This design comes from an exercise in tuning for small area, a short achievable clock period and few clock cycles on the open sky130 flow, not from production work. In this exercise RTL edits were held to simulation tests only and were not proved equivalent to the original.

===== design/flow/design.v =====
package agg_pkg;
	localparam int NUM_VERTICES = 16;  
	localparam int FEAT_LANES = 4;  
	localparam int ELEM_W = 16;
	localparam int VADDR_W = 4;  
	localparam int COUNT_W = 8;
	localparam int PROD_W = 2 * ELEM_W;  
	localparam int FEAT_W = FEAT_LANES * ELEM_W;  
	localparam int CODE_W = 24;  
	localparam int ISSUE_W = 1 + CODE_W + 1 + 1 + 1 + VADDR_W;
	localparam int ISSUE_DST = 0;  
	localparam int ISSUE_RUN_END = VADDR_W;  
	localparam int ISSUE_LAST = VADDR_W + 1;  
	localparam int ISSUE_FIRST = VADDR_W + 2;  
	localparam int ISSUE_WEIGHT = VADDR_W + 3;  
	localparam int ISSUE_VALID = VADDR_W + 3 + CODE_W;
	localparam int MUL_ROWS = 2;  
endpackage
package link_pkg;
	localparam int CREDITS = 4;  
	localparam int PTR_W = 2;  
	localparam int CNT_W = 3;  
	localparam logic REC_HEADER = 1'b0;
	localparam logic REC_EDGE = 1'b1;
	localparam int REC_W = 1 + 4 + 8 + 16;
	localparam int REC_WEIGHT = 0;  
	localparam int REC_COUNT = 16;  
	localparam int REC_ADDR = 24;  
	localparam int REC_KIND = 28;
endpackage
`timescale 1ns/100ps
module feature_buffer #(
	parameter bit FWD = 0  
) (
	input logic clk,
	input logic we,
	input logic [agg_pkg::VADDR_W-1:0] wr_addr,
	input logic [agg_pkg::FEAT_W-1:0] wr_data,
	input logic rd_en,
	input logic [agg_pkg::VADDR_W-1:0] rd_addr,
	output logic [agg_pkg::FEAT_W-1:0] rd_data
);
	logic [agg_pkg::NUM_VERTICES-1:0][agg_pkg::FEAT_W-1:0] mem;
	logic [agg_pkg::NUM_VERTICES-1:0] rd_sel;
	logic fwd_hit;
	logic [agg_pkg::FEAT_W-1:0] rd_next;
	for (genvar i = 0; i < agg_pkg::NUM_VERTICES; i++) begin : g_slot
		always_ff @(posedge clk) begin
			if (we && wr_addr == agg_pkg::VADDR_W'(i)) begin
				mem[i] <= wr_data;
			end
		end
	end
	assign fwd_hit = FWD && we && (wr_addr == rd_addr);
	for (genvar i = 0; i < agg_pkg::NUM_VERTICES; i++) begin : g_sel
		assign rd_sel[i] = (rd_addr == agg_pkg::VADDR_W'(i)) && !fwd_hit;
	end
	always_comb begin
		rd_next = {agg_pkg::FEAT_W{fwd_hit}} & wr_data;
		for (int i = 0; i < agg_pkg::NUM_VERTICES; i++) begin
			rd_next = rd_next | ({agg_pkg::FEAT_W{rd_sel[i]}} & mem[i]);
		end
	end
	always_ff @(posedge clk) begin
		if (rd_en) begin
			rd_data <= rd_next;
		end
	end
endmodule
`timescale 1ns/100ps
module record_ingress (
	input logic clk,
	input logic rst,
	input logic rec_valid,
	input logic [link_pkg::REC_W-1:0] rec,
	input logic pop,
	output logic [link_pkg::REC_W-1:0] head,
	output logic head_valid,
	output logic [3:0] head_addr,  
	output logic credit_return
);
	localparam int SLOT_W = 1 + 4 + 16;  
	logic [SLOT_W-1:0] mem [link_pkg::CREDITS];
	logic [SLOT_W-1:0] slot_in;
	logic [SLOT_W-1:0] slot_out;
	logic [link_pkg::PTR_W-1:0] wr_ptr;
	logic [link_pkg::PTR_W-1:0] rd_ptr;
	logic [link_pkg::CNT_W-1:0] count;
	logic do_pop;
	logic [link_pkg::PTR_W-1:0] rd_ptr_next;
	assign slot_in = {rec[link_pkg::REC_KIND], rec[link_pkg::REC_ADDR +: 4],
		(rec[link_pkg::REC_KIND] == link_pkg::REC_HEADER)
			? {8'd0, rec[link_pkg::REC_COUNT +: 8]} : rec[link_pkg::REC_WEIGHT +: 16]};
	assign slot_out = mem[rd_ptr];
	assign head = {slot_out[20:16], slot_out[7:0], slot_out[15:0]};
	assign head_valid = (count != '0);
	assign do_pop = pop && head_valid;
	assign rd_ptr_next = rd_ptr + do_pop;
	always_ff @(posedge clk) begin
		if (rec_valid && wr_ptr == rd_ptr_next) begin
			head_addr <= rec[link_pkg::REC_ADDR +: 4];
		end else begin
			head_addr <= mem[rd_ptr_next][19:16];
		end
	end
	always_ff @(posedge clk) begin
		if (rec_valid) begin
			mem[wr_ptr] <= slot_in;  
		end
	end
	always_ff @(posedge clk) begin
		if (rst) begin
			wr_ptr <= '0;
			rd_ptr <= '0;
			count <= '0;
			credit_return <= 1'b0;
		end else begin
			credit_return <= do_pop;  
			if (rec_valid) begin
				wr_ptr <= wr_ptr + 1'b1;  
			end
			if (do_pop) begin
				rd_ptr <= rd_ptr + 1'b1;
			end
			case ({rec_valid, do_pop})
				2'b10: count <= count + 1'b1;
				2'b01: count <= count - 1'b1;
				default: count <= count;
			endcase
		end
	end
endmodule
`timescale 1ns/100ps
module aggregate_ctrl (
	input logic clk,
	input logic rst,
	input logic start,
	input logic [agg_pkg::COUNT_W-1:0] num_vertices,
	input logic [link_pkg::REC_W-1:0] head,
	input logic head_valid,
	input logic [agg_pkg::VADDR_W-1:0] head_addr_q,  
	input logic load_we,
	output logic pop,
	output logic [agg_pkg::VADDR_W-1:0] src_rd_addr,
	output logic src_rd_en,
	output logic [agg_pkg::ISSUE_W-1:0] issue,
	output logic done,
	output logic busy
);
	logic pf_valid;
	logic pf_stale;  
	logic pf_header;
	logic [agg_pkg::VADDR_W-1:0] pf_addr;
	logic [agg_pkg::COUNT_W-1:0] pf_count;
	logic pf_count0;
	logic [agg_pkg::CODE_W-1:0] pf_code;  
	logic issuing;  
	logic in_run;  
	logic [agg_pkg::COUNT_W-1:0] vert_left;  
	logic [agg_pkg::COUNT_W-1:0] edges_left;  
	logic [agg_pkg::VADDR_W-1:0] cur_dst;
	logic [agg_pkg::VADDR_W-1:0] head_addr;
	logic [agg_pkg::COUNT_W-1:0] head_count;
	logic [agg_pkg::ELEM_W-1:0] head_weight;
	logic head_header;
	logic [agg_pkg::CODE_W-1:0] head_code;
	logic [agg_pkg::COUNT_W-1:0] vl;  
	logic pf_ready;
	logic take;
	logic term_last;
	logic term_end;
	logic pf_valid_n;
	logic pf_stale_n;
	logic pf_header_n;
	logic pf_count0_n;
	logic issuing_n;
	logic in_run_n;
	logic [agg_pkg::COUNT_W-1:0] vert_left_n;
	logic [agg_pkg::COUNT_W-1:0] edges_left_n;
	logic term_end_n;
	logic done_n;
	assign head_addr = head[link_pkg::REC_ADDR +: agg_pkg::VADDR_W];
	assign head_count = head[link_pkg::REC_COUNT +: agg_pkg::COUNT_W];
	assign head_weight = head[link_pkg::REC_WEIGHT +: agg_pkg::ELEM_W];
	assign head_header = (head[link_pkg::REC_KIND] == link_pkg::REC_HEADER);
	booth_enc enc_i (
		.w(head_header ? agg_pkg::ELEM_W'(1) : head_weight),
		.code(head_code)
	);
	function automatic logic is_end(input logic header, input logic count0,
			input logic [agg_pkg::COUNT_W-1:0] vleft, input logic [agg_pkg::COUNT_W-1:0] eleft);
		is_end = header ? (count0 && (vleft == agg_pkg::COUNT_W'(1)))
			: ((eleft == agg_pkg::COUNT_W'(1)) && (vleft == '0));
	endfunction
	assign vl = start ? num_vertices : vert_left;
	assign pf_ready = pf_valid && !pf_stale;
	assign take = pf_ready && (issuing || start);
	assign pop = head_valid && !load_we && !pf_stale && (!pf_valid || take);
	assign src_rd_addr = pf_stale ? pf_addr : head_addr_q;
	assign src_rd_en = pop || (pf_stale && !load_we);
	assign term_last = pf_header ? pf_count0 : (edges_left == agg_pkg::COUNT_W'(1));
	assign term_end = is_end(pf_header, pf_count0, vl, edges_left);
	always_comb begin
		pf_valid_n = pop || (pf_valid && !take);
		pf_stale_n = load_we && pf_valid;  
		pf_header_n = pop ? head_header : pf_header;
		pf_count0_n = pop ? (head_count == '0) : pf_count0;
		vert_left_n = vl;
		edges_left_n = start ? '0 : edges_left;
		if (take) begin
			if (pf_header) begin
				vert_left_n = vl - 1'b1;
				edges_left_n = pf_count;
			end else begin
				edges_left_n = edges_left - 1'b1;
			end
		end
		issuing_n = (issuing || start) && !(take && term_end);
		in_run_n = (in_run || start) && !done;
		term_end_n = is_end(pf_header_n, pf_count0_n, vert_left_n, edges_left_n);
		done_n = (issuing_n && pf_valid_n && !pf_stale_n && term_end_n)
			|| (start && take && term_end);
	end
	assign issue[agg_pkg::ISSUE_VALID] = take;
	assign issue[agg_pkg::ISSUE_FIRST] = pf_header;
	assign issue[agg_pkg::ISSUE_LAST] = term_last;
	assign issue[agg_pkg::ISSUE_RUN_END] = 1'b0;  
	assign issue[agg_pkg::ISSUE_WEIGHT +: agg_pkg::CODE_W] = pf_code;
	assign issue[agg_pkg::ISSUE_DST +: agg_pkg::VADDR_W] = pf_header ? pf_addr : cur_dst;
	always_ff @(posedge clk) begin
		if (rst) begin
			pf_valid <= 1'b0;
			pf_stale <= 1'b0;
			issuing <= 1'b0;
			in_run <= 1'b0;
			done <= 1'b0;
			busy <= 1'b0;
			vert_left <= '0;
			edges_left <= '0;
		end else begin
			pf_valid <= pf_valid_n;
			pf_stale <= pf_stale_n;
			issuing <= issuing_n;
			in_run <= in_run_n;
			done <= done_n;
			busy <= in_run_n && !done_n;
			vert_left <= vert_left_n;
			edges_left <= edges_left_n;
		end
	end
	always_ff @(posedge clk) begin
		pf_header <= pf_header_n;
		pf_count0 <= pf_count0_n;
		if (pop) begin
			pf_addr <= head_addr;
			pf_count <= head_count;
			pf_code <= head_code;
		end
		if (take && pf_header) begin
			cur_dst <= pf_addr;
		end
	end
endmodule
`timescale 1ns/100ps
module vector_mac (
	input logic clk,
	input logic rst,
	input logic [agg_pkg::ISSUE_W-1:0] issue,
	input logic [agg_pkg::FEAT_W-1:0] src_data,
	output logic dst_we,
	output logic [agg_pkg::VADDR_W-1:0] dst_addr,
	output logic [agg_pkg::FEAT_W-1:0] dst_data
);
	localparam int ROWS = agg_pkg::MUL_ROWS;
	logic [agg_pkg::CODE_W-1:0] code;
	logic s2_valid;
	logic s2_last;
	logic [agg_pkg::VADDR_W-1:0] s2_dst;
	logic [agg_pkg::FEAT_LANES*ROWS*agg_pkg::ELEM_W-1:0] s1_rows;
	logic [agg_pkg::FEAT_LANES*ROWS*agg_pkg::ELEM_W-1:0] s2_rows;
	logic [agg_pkg::FEAT_W-1:0] acc;  
	logic acc_clear;  
	logic [agg_pkg::FEAT_W-1:0] acc_next;
	assign code = issue[agg_pkg::ISSUE_WEIGHT +: agg_pkg::CODE_W];
	for (genvar i = 0; i < agg_pkg::FEAT_LANES; i++) begin : g_lane
		localparam int RW = ROWS * agg_pkg::ELEM_W;
		mul_lo16_cs mul_i (
			.a(src_data[i*agg_pkg::ELEM_W +: agg_pkg::ELEM_W]),
			.code(code),
			.rows(s1_rows[i*RW +: RW])
		);
		acc_sum_cs sum_i (
			.acc(acc[i*agg_pkg::ELEM_W +: agg_pkg::ELEM_W]),
			.rows(s2_rows[i*RW +: RW]),
			.sum(acc_next[i*agg_pkg::ELEM_W +: agg_pkg::ELEM_W])  
		);
	end
	always_ff @(posedge clk) begin
		if (rst) begin
			s2_valid <= 1'b0;
		end else begin
			s2_valid <= issue[agg_pkg::ISSUE_VALID];
		end
	end
	always_ff @(posedge clk) begin
		s2_last <= issue[agg_pkg::ISSUE_LAST];
		s2_dst <= issue[agg_pkg::ISSUE_DST +: agg_pkg::VADDR_W];
		s2_rows <= s1_rows;
	end
	assign acc_clear = issue[agg_pkg::ISSUE_VALID] && issue[agg_pkg::ISSUE_FIRST];
	always_ff @(posedge clk) begin
		if (acc_clear) begin
			acc <= '0;
		end else if (s2_valid) begin
			acc <= acc_next;
		end
	end
	assign dst_we = s2_valid && s2_last;
	assign dst_addr = s2_dst;
	assign dst_data = acc_next;
endmodule
module booth_enc (
	input logic [15:0] w,
	output logic [23:0] code  
);
	logic [16:0] wx;
	assign wx = {w, 1'b0};
	for (genvar j = 0; j < 8; j++) begin : g_digit
		logic b0, b1, b2;  
		assign b0 = wx[2*j];
		assign b1 = wx[2*j+1];
		assign b2 = wx[2*j+2];
		assign code[j] = b1 ^ b0;  
		assign code[8+j] = (b2 & !b1 & !b0) | (!b2 & b1 & b0);  
		assign code[16+j] = b2 & !(b1 & b0);  
	end
endmodule
module mul_lo16_cs (
	input logic [15:0] a,
	input logic [23:0] code,
	output logic [2*16-1:0] rows
);
	logic [7:0] one, two, neg;
	logic [16:0] ax;
	assign {neg, two, one} = code;
	assign ax = {a, 1'b0};
	logic [15:0] pp0;  
	for (genvar k = 0; k < 16; k++) begin : g_pp0
		assign pp0[k] = ((one[0] & ax[k+1]) | (two[0] & ax[k])) ^ neg[0];
	end
	logic [13:0] pp1;  
	for (genvar k = 0; k < 14; k++) begin : g_pp1
		assign pp1[k] = ((one[1] & ax[k+1]) | (two[1] & ax[k])) ^ neg[1];
	end
	logic [11:0] pp2;  
	for (genvar k = 0; k < 12; k++) begin : g_pp2
		assign pp2[k] = ((one[2] & ax[k+1]) | (two[2] & ax[k])) ^ neg[2];
	end
	logic [9:0] pp3;  
	for (genvar k = 0; k < 10; k++) begin : g_pp3
		assign pp3[k] = ((one[3] & ax[k+1]) | (two[3] & ax[k])) ^ neg[3];
	end
	logic [7:0] pp4;  
	for (genvar k = 0; k < 8; k++) begin : g_pp4
		assign pp4[k] = ((one[4] & ax[k+1]) | (two[4] & ax[k])) ^ neg[4];
	end
	logic [5:0] pp5;  
	for (genvar k = 0; k < 6; k++) begin : g_pp5
		assign pp5[k] = ((one[5] & ax[k+1]) | (two[5] & ax[k])) ^ neg[5];
	end
	logic [3:0] pp6;  
	for (genvar k = 0; k < 4; k++) begin : g_pp6
		assign pp6[k] = ((one[6] & ax[k+1]) | (two[6] & ax[k])) ^ neg[6];
	end
	logic [1:0] pp7;  
	for (genvar k = 0; k < 2; k++) begin : g_pp7
		assign pp7[k] = ((one[7] & ax[k+1]) | (two[7] & ax[k])) ^ neg[7];
	end
	logic m1;
	logic m2;
	logic m3;
	logic m4;
	logic m5;
	logic m6;
	logic m7;
	logic m8;
	logic m9;
	logic m10;
	logic m11;
	logic m12;
	logic m13;
	logic m14;
	logic m15;
	logic m16;
	logic m17;
	logic m18;
	logic m19;
	logic m20;
	logic m21;
	logic m22;
	logic m23;
	logic m24;
	logic m25;
	logic m26;
	logic m27;
	logic m28;
	logic m29;
	logic m30;
	logic m31;
	logic m32;
	logic m33;
	logic m34;
	logic m35;
	logic m36;
	logic m37;
	logic m38;
	logic m39;
	logic m40;
	logic m41;
	logic m42;
	logic m43;
	logic m44;
	logic m45;
	logic m46;
	logic m47;
	logic m48;
	logic m49;
	logic m50;
	logic m51;
	logic m52;
	logic m53;
	logic m54;
	logic m55;
	logic m56;
	logic m57;
	logic m58;
	logic m59;
	logic m60;
	logic m61;
	logic m62;
	logic m63;
	logic m64;
	logic m65;
	logic m66;
	logic m67;
	logic m68;
	logic m69;
	logic m70;
	logic m71;
	logic m72;
	logic m73;
	logic m74;
	logic m75;
	logic m76;
	logic m77;
	logic m78;
	logic m79;
	logic m80;
	logic m81;
	logic m82;
	logic m83;
	logic m84;
	logic m85;
	logic m86;
	logic m87;
	logic m88;
	logic m89;
	logic m90;
	logic m91;
	logic m92;
	logic m93;
	logic m94;
	logic m95;
	logic m96;
	logic m97;
	logic m98;
	logic m99;
	logic m100;
	logic m101;
	logic m102;
	logic m103;
	logic m104;
	logic m105;
	logic m106;
	logic m107;
	logic m108;
	logic m109;
	logic m110;
	logic m111;
	logic m112;
	assign m1 = pp0[10] ^ pp1[8];
	assign m2 = pp0[10] & pp1[8];
	assign m3 = pp0[11] ^ pp1[9];
	assign m4 = pp0[11] & pp1[9];
	assign m5 = pp0[12] ^ pp1[10] ^ pp2[8];
	assign m6 = (pp0[12] & pp1[10]) | (pp0[12] & pp2[8]) | (pp1[10] & pp2[8]);
	assign m7 = pp3[6] ^ pp4[4];
	assign m8 = pp3[6] & pp4[4];
	assign m9 = pp0[13] ^ pp1[11] ^ pp2[9];
	assign m10 = (pp0[13] & pp1[11]) | (pp0[13] & pp2[9]) | (pp1[11] & pp2[9]);
	assign m11 = pp3[7] ^ pp4[5];
	assign m12 = pp3[7] & pp4[5];
	assign m13 = pp0[14] ^ pp1[12] ^ pp2[10];
	assign m14 = (pp0[14] & pp1[12]) | (pp0[14] & pp2[10]) | (pp1[12] & pp2[10]);
	assign m15 = pp3[8] ^ pp4[6] ^ pp5[4];
	assign m16 = (pp3[8] & pp4[6]) | (pp3[8] & pp5[4]) | (pp4[6] & pp5[4]);
	assign m17 = pp6[2] ^ pp7[0];
	assign m18 = pp6[2] & pp7[0];
	assign m19 = pp0[15] ^ pp1[13] ^ pp2[11];
	assign m20 = (pp0[15] & pp1[13]) | (pp0[15] & pp2[11]) | (pp1[13] & pp2[11]);
	assign m21 = pp3[9] ^ pp4[7] ^ pp5[5];
	assign m22 = (pp3[9] & pp4[7]) | (pp3[9] & pp5[5]) | (pp4[7] & pp5[5]);
	assign m23 = pp6[3] ^ pp7[1];
	assign m24 = pp6[3] & pp7[1];
	assign m25 = pp0[6] ^ pp1[4];
	assign m26 = pp0[6] & pp1[4];
	assign m27 = pp0[7] ^ pp1[5];
	assign m28 = pp0[7] & pp1[5];
	assign m29 = pp0[8] ^ pp1[6] ^ pp2[4];
	assign m30 = (pp0[8] & pp1[6]) | (pp0[8] & pp2[4]) | (pp1[6] & pp2[4]);
	assign m31 = pp3[2] ^ pp4[0];
	assign m32 = pp3[2] & pp4[0];
	assign m33 = pp0[9] ^ pp1[7] ^ pp2[5];
	assign m34 = (pp0[9] & pp1[7]) | (pp0[9] & pp2[5]) | (pp1[7] & pp2[5]);
	assign m35 = pp3[3] ^ pp4[1];
	assign m36 = pp3[3] & pp4[1];
	assign m37 = m1 ^ pp2[6] ^ pp3[4];
	assign m38 = (m1 & pp2[6]) | (m1 & pp3[4]) | (pp2[6] & pp3[4]);
	assign m39 = pp4[2] ^ pp5[0] ^ neg[5];
	assign m40 = (pp4[2] & pp5[0]) | (pp4[2] & neg[5]) | (pp5[0] & neg[5]);
	assign m41 = m2 ^ m3 ^ pp2[7];
	assign m42 = (m2 & m3) | (m2 & pp2[7]) | (m3 & pp2[7]);
	assign m43 = pp3[5] ^ pp4[3] ^ pp5[1];
	assign m44 = (pp3[5] & pp4[3]) | (pp3[5] & pp5[1]) | (pp4[3] & pp5[1]);
	assign m45 = m4 ^ m5 ^ m7;
	assign m46 = (m4 & m5) | (m4 & m7) | (m5 & m7);
	assign m47 = pp5[2] ^ pp6[0] ^ neg[6];
	assign m48 = (pp5[2] & pp6[0]) | (pp5[2] & neg[6]) | (pp6[0] & neg[6]);
	assign m49 = m6 ^ m8 ^ m9;
	assign m50 = (m6 & m8) | (m6 & m9) | (m8 & m9);
	assign m51 = m11 ^ pp5[3] ^ pp6[1];
	assign m52 = (m11 & pp5[3]) | (m11 & pp6[1]) | (pp5[3] & pp6[1]);
	assign m53 = m10 ^ m12 ^ m13;
	assign m54 = (m10 & m12) | (m10 & m13) | (m12 & m13);
	assign m55 = m15 ^ m17 ^ neg[7];
	assign m56 = (m15 & m17) | (m15 & neg[7]) | (m17 & neg[7]);
	assign m57 = m14 ^ m16 ^ m18;
	assign m58 = (m14 & m16) | (m14 & m18) | (m16 & m18);
	assign m59 = m19 ^ m21 ^ m23;
	assign m60 = (m19 & m21) | (m19 & m23) | (m21 & m23);
	assign m61 = pp0[4] ^ pp1[2];
	assign m62 = pp0[4] & pp1[2];
	assign m63 = pp0[5] ^ pp1[3];
	assign m64 = pp0[5] & pp1[3];
	assign m65 = m25 ^ pp2[2] ^ pp3[0];
	assign m66 = (m25 & pp2[2]) | (m25 & pp3[0]) | (pp2[2] & pp3[0]);
	assign m67 = m26 ^ m27 ^ pp2[3];
	assign m68 = (m26 & m27) | (m26 & pp2[3]) | (m27 & pp2[3]);
	assign m69 = m28 ^ m29 ^ m31;
	assign m70 = (m28 & m29) | (m28 & m31) | (m29 & m31);
	assign m71 = m30 ^ m32 ^ m33;
	assign m72 = (m30 & m32) | (m30 & m33) | (m32 & m33);
	assign m73 = m34 ^ m36 ^ m37;
	assign m74 = (m34 & m36) | (m34 & m37) | (m36 & m37);
	assign m75 = m38 ^ m40 ^ m41;
	assign m76 = (m38 & m40) | (m38 & m41) | (m40 & m41);
	assign m77 = m42 ^ m44 ^ m45;
	assign m78 = (m42 & m44) | (m42 & m45) | (m44 & m45);
	assign m79 = m46 ^ m48 ^ m49;
	assign m80 = (m46 & m48) | (m46 & m49) | (m48 & m49);
	assign m81 = m50 ^ m52 ^ m53;
	assign m82 = (m50 & m52) | (m50 & m53) | (m52 & m53);
	assign m83 = m54 ^ m56 ^ m57;
	assign m84 = (m54 & m56) | (m54 & m57) | (m56 & m57);
	assign m85 = pp0[2] ^ pp1[0];
	assign m86 = pp0[2] & pp1[0];
	assign m87 = pp0[3] ^ pp1[1];
	assign m88 = pp0[3] & pp1[1];
	assign m89 = m61 ^ pp2[0] ^ neg[2];
	assign m90 = (m61 & pp2[0]) | (m61 & neg[2]) | (pp2[0] & neg[2]);
	assign m91 = m62 ^ m63 ^ pp2[1];
	assign m92 = (m62 & m63) | (m62 & pp2[1]) | (m63 & pp2[1]);
	assign m93 = m64 ^ m65 ^ neg[3];
	assign m94 = (m64 & m65) | (m64 & neg[3]) | (m65 & neg[3]);
	assign m95 = m66 ^ m67 ^ pp3[1];
	assign m96 = (m66 & m67) | (m66 & pp3[1]) | (m67 & pp3[1]);
	assign m97 = m68 ^ m69 ^ neg[4];
	assign m98 = (m68 & m69) | (m68 & neg[4]) | (m69 & neg[4]);
	assign m99 = m70 ^ m71 ^ m35;
	assign m100 = (m70 & m71) | (m70 & m35) | (m71 & m35);
	assign m101 = m72 ^ m73 ^ m39;
	assign m102 = (m72 & m73) | (m72 & m39) | (m73 & m39);
	assign m103 = m74 ^ m75 ^ m43;
	assign m104 = (m74 & m75) | (m74 & m43) | (m75 & m43);
	assign m105 = m76 ^ m77 ^ m47;
	assign m106 = (m76 & m77) | (m76 & m47) | (m77 & m47);
	assign m107 = m78 ^ m79 ^ m51;
	assign m108 = (m78 & m79) | (m78 & m51) | (m79 & m51);
	assign m109 = m80 ^ m81 ^ m55;
	assign m110 = (m80 & m81) | (m80 & m55) | (m81 & m55);
	assign m111 = m82 ^ m83 ^ m59;
	assign m112 = (m82 & m83) | (m82 & m59) | (m83 & m59);
	assign rows[0*16 +: 16] = {m110, m108, m106, m104, m102, m100, m98, m96, m94, m92, m90, m88, m86, m85, pp0[1], pp0[0]};
	assign rows[1*16 +: 16] = {m111, m109, m107, m105, m103, m101, m99, m97, m95, m93, m91, m89, m87, neg[1], 1'b0, neg[0]};
endmodule
module acc_sum_cs (
	input logic [15:0] acc,
	input logic [2*16-1:0] rows,
	output logic [15:0] sum
);
	logic s1;
	logic s2;
	logic s3;
	logic s4;
	logic s5;
	logic s6;
	logic s7;
	logic s8;
	logic s9;
	logic s10;
	logic s11;
	logic s12;
	logic s13;
	logic s14;
	logic s15;
	logic s16;
	logic s17;
	logic s18;
	logic s19;
	logic s20;
	logic s21;
	logic s22;
	logic s23;
	logic s24;
	logic s25;
	logic s26;
	logic s27;
	logic s28;
	logic s29;
	logic s30;
	logic s31;
	logic s32;
	assign s1 = acc[0] ^ rows[0*16+0];
	assign s2 = acc[0] & rows[0*16+0];
	assign s3 = acc[1] ^ rows[0*16+1] ^ rows[1*16+1];
	assign s4 = (acc[1] & rows[0*16+1]) | (acc[1] & rows[1*16+1]) | (rows[0*16+1] & rows[1*16+1]);
	assign s5 = acc[2] ^ rows[0*16+2] ^ rows[1*16+2];
	assign s6 = (acc[2] & rows[0*16+2]) | (acc[2] & rows[1*16+2]) | (rows[0*16+2] & rows[1*16+2]);
	assign s7 = acc[3] ^ rows[0*16+3] ^ rows[1*16+3];
	assign s8 = (acc[3] & rows[0*16+3]) | (acc[3] & rows[1*16+3]) | (rows[0*16+3] & rows[1*16+3]);
	assign s9 = acc[4] ^ rows[0*16+4] ^ rows[1*16+4];
	assign s10 = (acc[4] & rows[0*16+4]) | (acc[4] & rows[1*16+4]) | (rows[0*16+4] & rows[1*16+4]);
	assign s11 = acc[5] ^ rows[0*16+5] ^ rows[1*16+5];
	assign s12 = (acc[5] & rows[0*16+5]) | (acc[5] & rows[1*16+5]) | (rows[0*16+5] & rows[1*16+5]);
	assign s13 = acc[6] ^ rows[0*16+6] ^ rows[1*16+6];
	assign s14 = (acc[6] & rows[0*16+6]) | (acc[6] & rows[1*16+6]) | (rows[0*16+6] & rows[1*16+6]);
	assign s15 = acc[7] ^ rows[0*16+7] ^ rows[1*16+7];
	assign s16 = (acc[7] & rows[0*16+7]) | (acc[7] & rows[1*16+7]) | (rows[0*16+7] & rows[1*16+7]);
	assign s17 = acc[8] ^ rows[0*16+8] ^ rows[1*16+8];
	assign s18 = (acc[8] & rows[0*16+8]) | (acc[8] & rows[1*16+8]) | (rows[0*16+8] & rows[1*16+8]);
	assign s19 = acc[9] ^ rows[0*16+9] ^ rows[1*16+9];
	assign s20 = (acc[9] & rows[0*16+9]) | (acc[9] & rows[1*16+9]) | (rows[0*16+9] & rows[1*16+9]);
	assign s21 = acc[10] ^ rows[0*16+10] ^ rows[1*16+10];
	assign s22 = (acc[10] & rows[0*16+10]) | (acc[10] & rows[1*16+10]) | (rows[0*16+10] & rows[1*16+10]);
	assign s23 = acc[11] ^ rows[0*16+11] ^ rows[1*16+11];
	assign s24 = (acc[11] & rows[0*16+11]) | (acc[11] & rows[1*16+11]) | (rows[0*16+11] & rows[1*16+11]);
	assign s25 = acc[12] ^ rows[0*16+12] ^ rows[1*16+12];
	assign s26 = (acc[12] & rows[0*16+12]) | (acc[12] & rows[1*16+12]) | (rows[0*16+12] & rows[1*16+12]);
	assign s27 = acc[13] ^ rows[0*16+13] ^ rows[1*16+13];
	assign s28 = (acc[13] & rows[0*16+13]) | (acc[13] & rows[1*16+13]) | (rows[0*16+13] & rows[1*16+13]);
	assign s29 = acc[14] ^ rows[0*16+14] ^ rows[1*16+14];
	assign s30 = (acc[14] & rows[0*16+14]) | (acc[14] & rows[1*16+14]) | (rows[0*16+14] & rows[1*16+14]);
	assign s31 = acc[15] ^ rows[0*16+15] ^ rows[1*16+15];
	assign s32 = (acc[15] & rows[0*16+15]) | (acc[15] & rows[1*16+15]) | (rows[0*16+15] & rows[1*16+15]);
	assign sum = {s30, s28, s26, s24, s22, s20, s18, s16, s14, s12, s10, s8, s6, s4, s2, s1} + {s31, s29, s27, s25, s23, s21, s19, s17, s15, s13, s11, s9, s7, s5, s3, rows[1*16+0]};
endmodule
`timescale 1ns/100ps
module aggregate_top (
	input logic clk,
	input logic rst,
	input logic start,
	input logic [agg_pkg::COUNT_W-1:0] num_vertices,
	input logic rec_valid,
	input logic [link_pkg::REC_W-1:0] rec,
	output logic credit_return,
	input logic load_we,
	input logic [agg_pkg::VADDR_W-1:0] load_addr,
	input logic [agg_pkg::FEAT_W-1:0] load_data,
	input logic [agg_pkg::VADDR_W-1:0] rd_addr,
	output logic [agg_pkg::FEAT_W-1:0] rd_data,
	output logic busy,
	output logic done
);
	logic [link_pkg::REC_W-1:0] head;
	logic head_valid;
	logic [agg_pkg::VADDR_W-1:0] head_addr;
	logic pop;
	logic [agg_pkg::VADDR_W-1:0] src_rd_addr;
	logic src_rd_en;
	logic [agg_pkg::FEAT_W-1:0] src_data;
	logic [agg_pkg::ISSUE_W-1:0] issue;
	logic dst_we;
	logic [agg_pkg::VADDR_W-1:0] dst_addr;
	logic [agg_pkg::FEAT_W-1:0] dst_data;
	record_ingress ingress_i (
		.clk(clk),
		.rst(rst),
		.rec_valid(rec_valid),
		.rec(rec),
		.pop(pop),
		.head(head),
		.head_valid(head_valid),
		.head_addr(head_addr),
		.credit_return(credit_return)
	);
	aggregate_ctrl ctrl_i (
		.clk(clk),
		.rst(rst),
		.start(start),
		.num_vertices(num_vertices),
		.head(head),
		.head_valid(head_valid),
		.head_addr_q(head_addr),
		.load_we(load_we),
		.pop(pop),
		.src_rd_addr(src_rd_addr),
		.src_rd_en(src_rd_en),
		.issue(issue),
		.done(done),
		.busy(busy)
	);
	feature_buffer #(.FWD(0)) src_buf_i (  
		.clk(clk),
		.we(load_we),
		.wr_addr(load_addr),
		.wr_data(load_data),
		.rd_en(src_rd_en),
		.rd_addr(src_rd_addr),
		.rd_data(src_data)
	);
	vector_mac mac_i (
		.clk(clk),
		.rst(rst),
		.issue(issue),
		.src_data(src_data),
		.dst_we(dst_we),
		.dst_addr(dst_addr),
		.dst_data(dst_data)
	);
	feature_buffer #(.FWD(1)) dst_buf_i (  
		.clk(clk),
		.we(dst_we),
		.wr_addr(dst_addr),
		.wr_data(dst_data),
		.rd_en(1'b1),
		.rd_addr(rd_addr),
		.rd_data(rd_data)
	);
endmodule

===== design/flow/flow/run.sh =====
#!/bin/bash
set -euo pipefail
MARGIN=5.4
sed "s/SETUP_SLACK_MARGIN=[0-9.]*/SETUP_SLACK_MARGIN=$MARGIN/" standard.sh > standard_margin.sh
grep -q "SETUP_SLACK_MARGIN=$MARGIN" standard_margin.sh
bash standard_margin.sh > standard.log 2>&1

===== design/flow/standard.sh =====
#!/bin/bash
# synth_recipe.tcl (not shown) runs the flow's synth.tcl, then flattens the netlist and writes it again
# the make line also repeats each setting of config.mk as NAME=value (left out here)
make -C /OpenROAD-flow-scripts/flow DESIGN_CONFIG=/design/flow/config.mk WORK_HOME=/design/flow/orfs CLKGATE_MAP_FILE= SYNTH_SCRIPT=/design/flow/synth_recipe.tcl "${@:-finish}"

===== design/flow/config.mk =====
export PLATFORM = sky130hd
export DESIGN_NAME = aggregate_top
export DESIGN_NICKNAME = aggregate_top
export VERILOG_FILES = /design/flow/design.v
export SDC_FILE = /design/flow/constraint.sdc
export NUM_CORES = 4
export LEC_CHECK = 0
export CAP_MARGIN = 20
export CORE_MARGIN = 2
export CORE_UTILIZATION = 40
export CTS_BUF_LIST = sky130_fd_sc_hd__clkbuf_16
export CTS_CLUSTER_DIAMETER = 70
export CTS_CLUSTER_SIZE = 24
export SETUP_SLACK_MARGIN = 5
export SLEW_MARGIN = 20

===== design/flow/constraint.sdc =====
create_clock -name core_clock -period 8.5 [get_ports {clk}]
set_input_delay 1.7000 -clock core_clock [delete_from_list [all_inputs] [get_ports {clk}]]
set_output_delay 1.7000 -clock core_clock [all_outputs]
set_load 0.01 [all_outputs]

==> results by group <==
STA
  • Worst-Margin Slew: 1.14 ns
  • Final setup viols: 0
  • Fin crit share: 0.406
  • Slew HR: 0.238
  • FMAX: 290 MHz
  • Setup TNS: 0 ns
  • Slew Viols, Final: 0
  • Final hold violations: 0
  • RSZ-0062 raised after global routing: true
  • Hold slack: 0.431 ns
  • Min Tclk post-route: 3.45 ns
  • Clk_skew: 0.0406 ns

Routing
  • DRC: 0
  • WL final: 321000 µm
  • Wirelength per Cell: 31.6 µm
  • DRT iter0 DRCs: 7715
  • Vias/cell: 6.09
  • Drt pass-1 iters: 6
  • Routed vias: 61.9k
  • DRT antenna net count: 0

Global route
  • Gr usage total: 0.237
  • First-pass GRT wire length: 442000 µm
  • Grt total ovfl: 0
  • Vias in the first global route: 59.6k
  • Initial antenna violation count: 33
  • Largest net degree at the start of global routing: 65

CTS
  • Worst-path clk slew: 0.09 ns
  • Clk latency of the worst-skew pair: 0.87 ns
  • CTS sink count: 2526
  • Cts bufs inserted: 145
  • Max clock buf depth: 3
  • Clock root cell: clkbuf_16
  • CTS tree: done
  • H-tree levels: 4

Die
  • Initial Utilization: 0.402
  • Row Count: 185
  • Core area: 254000 µm²
  • Die area: 259000 µm²
  • IO Count: 181
  • Die Y: 509 µm
  • Die Width: 509 µm

Setup path
  • WP data required: 9.24 ns
  • FF-to-FF setup slack: 5.05 ns
  • WS Path Type: reg -> reg
  • Crit. End Element: flop
  • CP max FO: 3
  • Critical Path AT: 4.19 ns
  • CP Launch Type: flop

Place
  • Hpwl dp: 159000 µm
  • IO Port Bufs: 180
  • RD Place Congestion: 0.801

Min path
  • Hold/Removal Path Class: reg -> reg

Final layout
  • Commonest non-fill, non-tap cell in the layout: edfxtp_1
  • Synth-to-Final Area Change: 18.1%
  • Fraction of final layout cells sized beyond drive strength 1: 0.195
  • Highest-count cells in the layout ignoring fill and taps: edfxtp_1 (2236), a22oi_1 (613), xnor2_1 (287), a22o_1 (276), a221oi_1 (271)
  • Fillcell total: 21.2k
  • # nets final: 7123

Logic synthesis
  • Synth Area per Inst: 16.3 µm²
  • Synth Flop Type: edfxtp_1
  • Syn Inst Count: 6245
  • Netlist cell types: 88
  • Syn nets: 6685
  • Synth async-reset ratio: 0
  • Synthesis Warnings: 5
  • Flops & latches, synth: 2526
  • Post-synthesis cell area: 102000 µm²
  • Sequential fraction of the synthesis area: 0.715
  • Number of synthesized flops with an enable pin: 2236

Outcome
  • Status: complete, no violations

Run
  • Max Cap Viol: 0
## final timing paths
check,from,to,depth (start not counted)
hold / removal,ctrl_i.done$_SDFF_PP0_,ctrl_i.in_run$_SDFF_PP0_,1
setup reg to reg,ctrl_i.pf_code[10]$_DFFE_PP_,mac_i.s2_rows[124]$_DFF_P_,12
setup / recovery,ctrl_i.pf_code[10]$_DFFE_PP_,mac_i.s2_rows[124]$_DFF_P_,12
hold reg to reg,ctrl_i.done$_SDFF_PP0_,ctrl_i.in_run$_SDFF_PP0_,1
## repair_timing
| action | in CTS | in global routing |
|---|---|---|
| setup buffers | 144 | 80 |
| hold buffers | 0 | 0 |
| gates resized for setup | 868 | 265 |
| cloned | 52 | 23 |
| pin swaps | 184 | 158 |
| setup endpoints to repair | 2020 | 870 |
## flip-flops by register name, summed over array words and instances, names as in the netlist, 2 cells and up, named ones only
| name | count |
|---|---|
| ctrl_i.cur_dst | 4 |
| ctrl_i.edges_left | 8 |
| ctrl_i.pf_addr | 4 |
| ctrl_i.pf_code | 24 |
| ctrl_i.pf_count | 8 |
| ctrl_i.vert_left | 8 |
| dst_buf_i.mem | 1024 |
| dst_buf_i.rd_data | 64 |
| ingress_i.count | 3 |
| ingress_i.head_addr | 4 |
| ingress_i.mem | 84 |
| ingress_i.rd_ptr | 2 |
| ingress_i.wr_ptr | 2 |
| mac_i.acc | 64 |
| mac_i.s2_dst | 4 |
| mac_i.s2_rows | 118 |
| src_buf_i.mem | 1024 |
| src_buf_i.rd_data | 64 |
## cells in the mapped netlist (48+ instances only)
cell         n  area (µm²)
a21oi_1     52         260
a221oi_1   287        2510
a22o_1     276        2420
a22oi_1    704        5290
buf_1       50         188
buf_2       48         240
clkbuf_1   266         998
dfxtp_1    290        5810
edfxtp_1  2236       67100
fa_1       189        3780
ha_1       137        1710
inv_1      182         683
mux2i_1     57         571
nand2_1    164         616
nand4_1    154         963
nor2_1     164         616
nor3_1      63         315
xnor2_1    319        2790
xor2_1      76         666
## critical path: stages, from the launching register on
cell and delay, ns:
edfxtp_1 0.47, buf_6 0.16, buf_6 0.11, buf_8 0.14
buf_16 0.14, a22oi_2 0.20, xnor2_2 0.10, fa_2 0.54
inv_2 0.04, fa_2 0.52, fa_1 0.42, inv_2 0.08
fa_2 0.42
## cell families (layout without fill, tap and decap cells)
kind of cell / Yosys count / after routing / synth area share
simple gates: 770 / 776 / 0.0387
fa+ha+maj: 326 / 326 / 0.0539
xor+xnor: 396 / 396 / 0.0342
flops: 2526 / 2526 / 0.715
compound gates: 1558 / 1558 / 0.123
mux: 104 / 104 / 0.0135
buf+inv: 565 / 1103 / 0.0222
other cells: 0 / 7 / 0
## through the flow
| step | cell area [µm²] | utilization | cells | worst slack [ns] |
|---|---|---|---|---|
| after global routing | 121000 | 0.475 | 10158 | 4.98 |
| final | 121000 | 0.475 | 10162 | 5.05 |
| after global placement | 109000 | 0.428 | 9600 | 2.99 |
| after CTS | 118000 | 0.466 | 10052 | 5.01 |
| after detailed placement | 109000 | 0.428 | 9603 | 2.90 |
| after floorplan | 102000 | - | 6245 | 4.06 |
## final cells by class
class,instances,area (µm²),area share
Timing Repair Buffer,662,8360,0.0693
Tap cell,3366,4210,0.0349
Clock buffer,146,3650,0.0303
Sequential cell,2526,73100,0.606
Antenna cell,7,17.5,0.000145
Timing Repair inverter,2,15.0,0.000125
Clock inverter,107,1310,0.0109
Inverter,186,708,0.00587
Multi-Input combinational cell,3160,29200,0.242
## layer usage
metal	vias to the layer above	part of all wire	track usage	wire [µm]
met2	3361	0.48	0.395	155000
met5	-	0.00094	0	302
met4	46	0.044	0.0891	14200
met1	32083	0.38	0.311	122000
met3	652	0.091	0.0379	29200
li1	25713	-	-	-
Testbench counts, summed over its fixed seeds: cycles 3,824.

what the ideal ports hide:
The flow's constraints put no driver on any port. The routed layout listed below was extracted and timed again, unchanged, in two steps. Step 1 (the two cells are an assumption about what drives the block):
set clk [get_ports {clk}]
set_driving_cell -lib_cell sky130_fd_sc_hd__clkbuf_16 $clk
set_driving_cell -lib_cell sky130_fd_sc_hd__buf_2 [delete_from_list [all_inputs] $clk]
Step 2 adds t to the input delays and takes it off the output delays; t is the mean of the earliest and latest rising clock arrival at the registers after step 1. Input paths then give back, and output paths get back, about the clock's delay inside the block. Slacks: ideal ports / drivers / drivers and shift; pairs: ideal ports / drivers.
t (ns): 0.951
setup WS [ns]: 5.047 / 5.047 / 4.391
slew at the worst register clock pin (ns): 0.10 / 0.10
After both steps this run still meets setup and hold. The setup slack of this run moves by 0.000 ns with the drivers and by -0.656 ns with both steps.
